Context: an optimization exercise on an open-source flow, tuned for small area and few clock cycles per item. The choices shown serve that exercise and are no tape-out recipe.
RTL that was checked went through simulation tests only; none was proved equivalent to the original.

== pepper ==
Design fp_mult_pipe, start of the top module:
module fp_mult_pipe #(
  parameter int unsigned EXP_W = 8,
  parameter int unsigned MAN_W = 23,
  parameter int unsigned TAG_W = 4
) (
  input  logic                   clk,
  input  logic                   rstn,
  input  logic                   in_valid,
  output logic                   in_ready,
  input  logic [EXP_W+MAN_W:0]   a,
  input  logic [EXP_W+MAN_W:0]   b,
  input  logic [TAG_W-1:0]       in_tag,
  output logic                   out_valid,
  input  logic                   out_ready,
  output logic [EXP_W+MAN_W:0]   result,
  output logic [TAG_W-1:0]       out_tag,
  output logic [3:0]             flags
);
Size: about 46 flip-flops, ~110 I/O pins, ~16,000 um^2 of cells after synthesis.
clock: 7.0 ns
lec_check: 0
abc_area: 1
cap_margin: 20
core_margin: 2
core_utilization: 40
cts_buf_list: sky130_fd_sc_hd__clkbuf_8
gpl_timing_driven: 0
setup_slack_margin: 0.02
slew_margin: 20
synth_hierarchical: 1
synth_minimum_keep_size: 0
standard.sh (not shown) runs the stock make flow with config.mk's settings and CLKGATE_MAP_FILE= SYNTH_SCRIPT=/design/flow/synth_recipe.tcl, a recipe that flattens the netlist after the stock synthesis.
==> flow/flow/run.sh <==
#!/bin/bash
# Standard ORFS layout (the standard.sh) with three changes:
# - plain buf_2 buffers on the ports instead of the delay cell buffer_ports picks by itself;
# - the synthesis buffers are removed at floorplan, so repair_design rebuffers from scratch;
# - CTS with clkbuf_8 and without dummy loads.
# Each ORFS step writes its full log under orfs/logs/; make's own output goes to make.log.
set -euo pipefail
bash standard.sh BUFFER_PORTS_ARGS="-buffer_cell sky130_fd_sc_hd__buf_2" REMOVE_ABC_BUFFERS=1 \
  CTS_ARGS="-sink_clustering_enable -repair_clock_nets -buf_list sky130_fd_sc_hd__clkbuf_8 -dont_use_dummy_load" \
  finish > make.log 2>&1
Modified inputs, yarrow compared to pepper
--- a/flow/design.v
+++ b/flow/design.v
@@ -15,33 +15,32 @@
   output logic [EXP_W+MAN_W:0]   result,
   output logic [TAG_W-1:0]       out_tag,
   output logic [3:0]             flags
 );
   logic adv;
   assign adv      = ~out_valid | out_ready;
   assign in_ready = adv;
   logic [7:0]  ea, eb;
   logic [22:0] fa, fb;
   logic nan_a, nan_b, snan_a, snan_b, inf_a, inf_b, zero_a, zero_b;
   logic nan, ixz, inf, zero;
-  logic fa_nz, fb_nz;   
   assign ea = a[30:23];
   assign eb = b[30:23];
   assign fa = a[22:0];
   assign fb = b[22:0];
-  assign nan_a  = (&ea) & fa_nz;
-  assign nan_b  = (&eb) & fb_nz;
+  assign nan_a  = (&ea) & (|fa);
+  assign nan_b  = (&eb) & (|fb);
   assign snan_a = nan_a & ~fa[22];
   assign snan_b = nan_b & ~fb[22];
-  assign inf_a  = (&ea) & ~fa_nz;
-  assign inf_b  = (&eb) & ~fb_nz;
+  assign inf_a  = (&ea) & ~(|fa);
+  assign inf_b  = (&eb) & ~(|fb);
   assign zero_a = ~(|ea);
   assign zero_b = ~(|eb);
   assign nan    = nan_a | nan_b;
   assign ixz    = (inf_a & zero_b) | (zero_a & inf_b);
   assign inf    = inf_a | inf_b;
   assign zero   = zero_a | zero_b;
   logic [22:0] ma, mb;
   assign ma = fa;
   assign mb = fb;
   wire one0_0 = mb[0] ^ 1'b0;
   wire two0_1 = (mb[1] & ~mb[0] & ~1'b0) | (~mb[1] & mb[0] & 1'b0);
@@ -1052,24 +1051,22 @@
   wire P0_2_714 = t1_641 & pp0_0x_3;
   wire G0_3_715 = g2_642 | (t2_643 & g1_640);
   wire P0_3_716 = t2_643 & P0_2_714;
   wire G0_6_717 = G3_6_712 | (P3_6_713 & G0_3_715);
   wire P0_6_718 = P3_6_713 & P0_3_716;
   wire G0_11_719 = G6_11_708 | (P6_11_709 & G0_6_717);
   wire P0_11_720 = P6_11_709 & P0_6_718;
   wire G0_22_721 = G11_22_700 | (P11_22_701 & G0_11_719);
   wire P0_22_722 = P11_22_701 & P0_11_720;
   wire prod_c = G0_22_721;
   wire [25:0] prod_hi = {c46_639, c45_638, c44_637, c43_636, c42_635, c41_634, c40_633, c39_632, c38_631, c37_630, c36_629, c35_628, c34_627, c33_626, c32_625, c31_624, c30_623, c29_622, c28_621, c27_620, c26_619, c25_618, c24_617, c23_616, c22_615, c21_614} + {1'b0, s46_639, s45_638, s44_637, s43_636, s42_635, s41_634, s40_633, s39_632, s38_631, s37_630, s36_629, s35_628, s34_627, s33_626, s32_625, s31_624, s30_623, s29_622, s28_621, s27_620, s26_619, s25_618, s24_617, s23_616, s22_615};
-  assign fa_nz = ~(tza[22] & ~ma[22]);
-  assign fb_nz = ~(tzb[22] & ~mb[22]);
   logic [2:0] cls;
   always_comb begin
     if (nan)       cls = {1'b1, snan_a | snan_b, 1'b1};
     else if (ixz)  cls = 3'b111;
     else if (inf)  cls = 3'b110;
     else if (zero) cls = 3'b100;
     else           cls = 3'b000;
   end
   logic        r_v, r_sign, r_st, r_c;
   logic [2:0]  r_cls;
   logic [8:0]  r_esum;
Findings:
yarrow: wire length of the first global-routing pass is 1.3 mm lower than what pepper reported. Going from pepper to yarrow, cell area after technology mapping went up about 0.46%, minimum period implied by the final worst setup slack decreased 120 ps, number of instances resized during post-cts repair -10. sky130_fd_sc_hd__edfxtp_1 as the slowest stage cell on the critical path was reported by pepper, and sky130_fd_sc_hd__fa_1 by yarrow.
Testbench counts of yarrow, summed over its fixed seeds: cycles 16,008, items 16,000.
The RTL of pepper was laid out without a check of its function.


== run H ==
Starting RTL as in the previous note.
Design fp_mult_pipe, start of the top module:
module fp_mult_pipe #(
  parameter int unsigned EXP_W = 8,
  parameter int unsigned MAN_W = 23,
  parameter int unsigned TAG_W = 4
) (
  input  logic                   clk,
  input  logic                   rstn,
  input  logic                   in_valid,
  output logic                   in_ready,
  input  logic [EXP_W+MAN_W:0]   a,
  input  logic [EXP_W+MAN_W:0]   b,
  input  logic [TAG_W-1:0]       in_tag,
  output logic                   out_valid,
  input  logic                   out_ready,
  output logic [EXP_W+MAN_W:0]   result,
  output logic [TAG_W-1:0]       out_tag,
  output logic [3:0]             flags
);
clock: 7.0 ns
lec_check: 0
abc_area: 1
cap_margin: 20
core_margin: 2
core_utilization: 40
cts_buf_list: sky130_fd_sc_hd__clkbuf_8
gpl_timing_driven: 0
setup_slack_margin: -0.1
slew_margin: 20
synth_hierarchical: 1
synth_minimum_keep_size: 0
Scripts as last shown in full above: flow/flow/run.sh
Status run H: flow complete, layout not clean - negative setup slack
### run H -> run G
--- a/flow/design.v
+++ b/flow/design.v
@@ -18,27 +18,26 @@
 );
   logic adv;
   assign adv      = ~out_valid | out_ready;
   assign in_ready = adv;
   logic [7:0]  ea, eb;
   logic [22:0] fa, fb;
   logic nan_a, nan_b, snan_a, snan_b, inf_a, inf_b, zero_a, zero_b;
   logic nan, ixz, inf, zero;
-  logic fa_nz, fb_nz;   
   assign ea = a[30:23];
   assign eb = b[30:23];
   assign fa = a[22:0];
   assign fb = b[22:0];
-  assign nan_a  = (&ea) & fa_nz;
-  assign nan_b  = (&eb) & fb_nz;
+  assign nan_a  = (&ea) & (|fa);
+  assign nan_b  = (&eb) & (|fb);
   assign snan_a = nan_a & ~fa[22];
   assign snan_b = nan_b & ~fb[22];
-  assign inf_a  = (&ea) & ~fa_nz;
-  assign inf_b  = (&eb) & ~fb_nz;
+  assign inf_a  = (&ea) & ~(|fa);
+  assign inf_b  = (&eb) & ~(|fb);
   assign zero_a = ~(|ea);
   assign zero_b = ~(|eb);
   assign nan    = nan_a | nan_b;
   assign ixz    = (inf_a & zero_b) | (zero_a & inf_b);
   assign inf    = inf_a | inf_b;
   assign zero   = zero_a | zero_b;
   logic [22:0] ma, mb;
   assign ma = fa;
@@ -1055,18 +1054,16 @@
   wire G0_6_717 = G3_6_712 | (P3_6_713 & G0_3_715);
   wire P0_6_718 = P3_6_713 & P0_3_716;
   wire G0_11_719 = G6_11_708 | (P6_11_709 & G0_6_717);
   wire P0_11_720 = P6_11_709 & P0_6_718;
   wire G0_22_721 = G11_22_700 | (P11_22_701 & G0_11_719);
   wire P0_22_722 = P11_22_701 & P0_11_720;
   wire prod_c = G0_22_721;
   wire [25:0] prod_hi = {c46_639, c45_638, c44_637, c43_636, c42_635, c41_634, c40_633, c39_632, c38_631, c37_630, c36_629, c35_628, c34_627, c33_626, c32_625, c31_624, c30_623, c29_622, c28_621, c27_620, c26_619, c25_618, c24_617, c23_616, c22_615, c21_614} + {1'b0, s46_639, s45_638, s44_637, s43_636, s42_635, s41_634, s40_633, s39_632, s38_631, s37_630, s36_629, s35_628, s34_627, s33_626, s32_625, s31_624, s30_623, s29_622, s28_621, s27_620, s26_619, s25_618, s24_617, s23_616, s22_615};
-  assign fa_nz = ~(tza[22] & ~ma[22]);
-  assign fb_nz = ~(tzb[22] & ~mb[22]);
   logic [2:0] cls;
   always_comb begin
     if (nan)       cls = {1'b1, snan_a | snan_b, 1'b1};
     else if (ixz)  cls = 3'b111;
     else if (inf)  cls = 3'b110;
     else if (zero) cls = 3'b100;
     else           cls = 3'b000;
   end
==> comparison <==
The flow did not stop early for run G: all stages ran, and the layout cleared the timing, DRC and antenna checks. Row final critical path time including I/O delays and setup: run G lower / run H higher. The layout overhead on the synthesized area reported for run G is smaller than that of run H by 4.6 points. Run G: share of layout cells above drive strength 1 4.6 points below run H. Going from run H to run G, routed wire length shrinks by about 5%. Number of standard cells in the layout, taps in and fillers out sits lower in run G than in run H. Run H → run G: all-layer global routing usage now smaller, number of multi-input logic gates now larger, total met3 wirelength after detailed routing now smaller. Setup slack in run G is larger than in run H.
Testbench counts of run G, summed over its fixed seeds: cycles 16,008, items 16,000.
The RTL of run H was laid out without a check of its function.

==> what the ideal ports hide <==
How much do the figures lean on ideal ports? The routed layouts below were timed once more, with nothing changed but the port constraints. Step 1 sets driving cells, clkbuf_16 on the clock port and buf_2 on the other inputs (assumed; they add their load-dependent delay and slew). Step 2 moves the port delays by t, midway between the first and last clock arrival at a register: inputs arrive t later, outputs are due t later. That takes back most of the time a late clock gives input paths. a / b / c = ideal / step 1 / step 2; a / b = the first two.
| run | shift t [ns] | setup WS [ns] | clock arrival spread, ns | worst slew at a driven data input, ns |
|---|---|---|---|---|
| pepper | 0.322 | 0.092 / 0.057 / -0.162 | 0.012 / 0.012 | 0.09 |
| yarrow | 0.333 | 0.212 / 0.175 / -0.158 | 0.016 / 0.015 | 0.08 |
| run H | 0.323 | -0.052 / -0.088 / -0.296 | 0.012 / 0.013 | 0.09 |
| run G | 0.336 | 0.120 / 0.090 / -0.246 | 0.018 / 0.018 | 0.08 |
Met with ideal ports but missed after step 2: setup timing in pepper, yarrow and run G. The setup slack of yarrow, which loses most, moves by -0.037 ns with the drivers and by -0.370 ns with both steps.
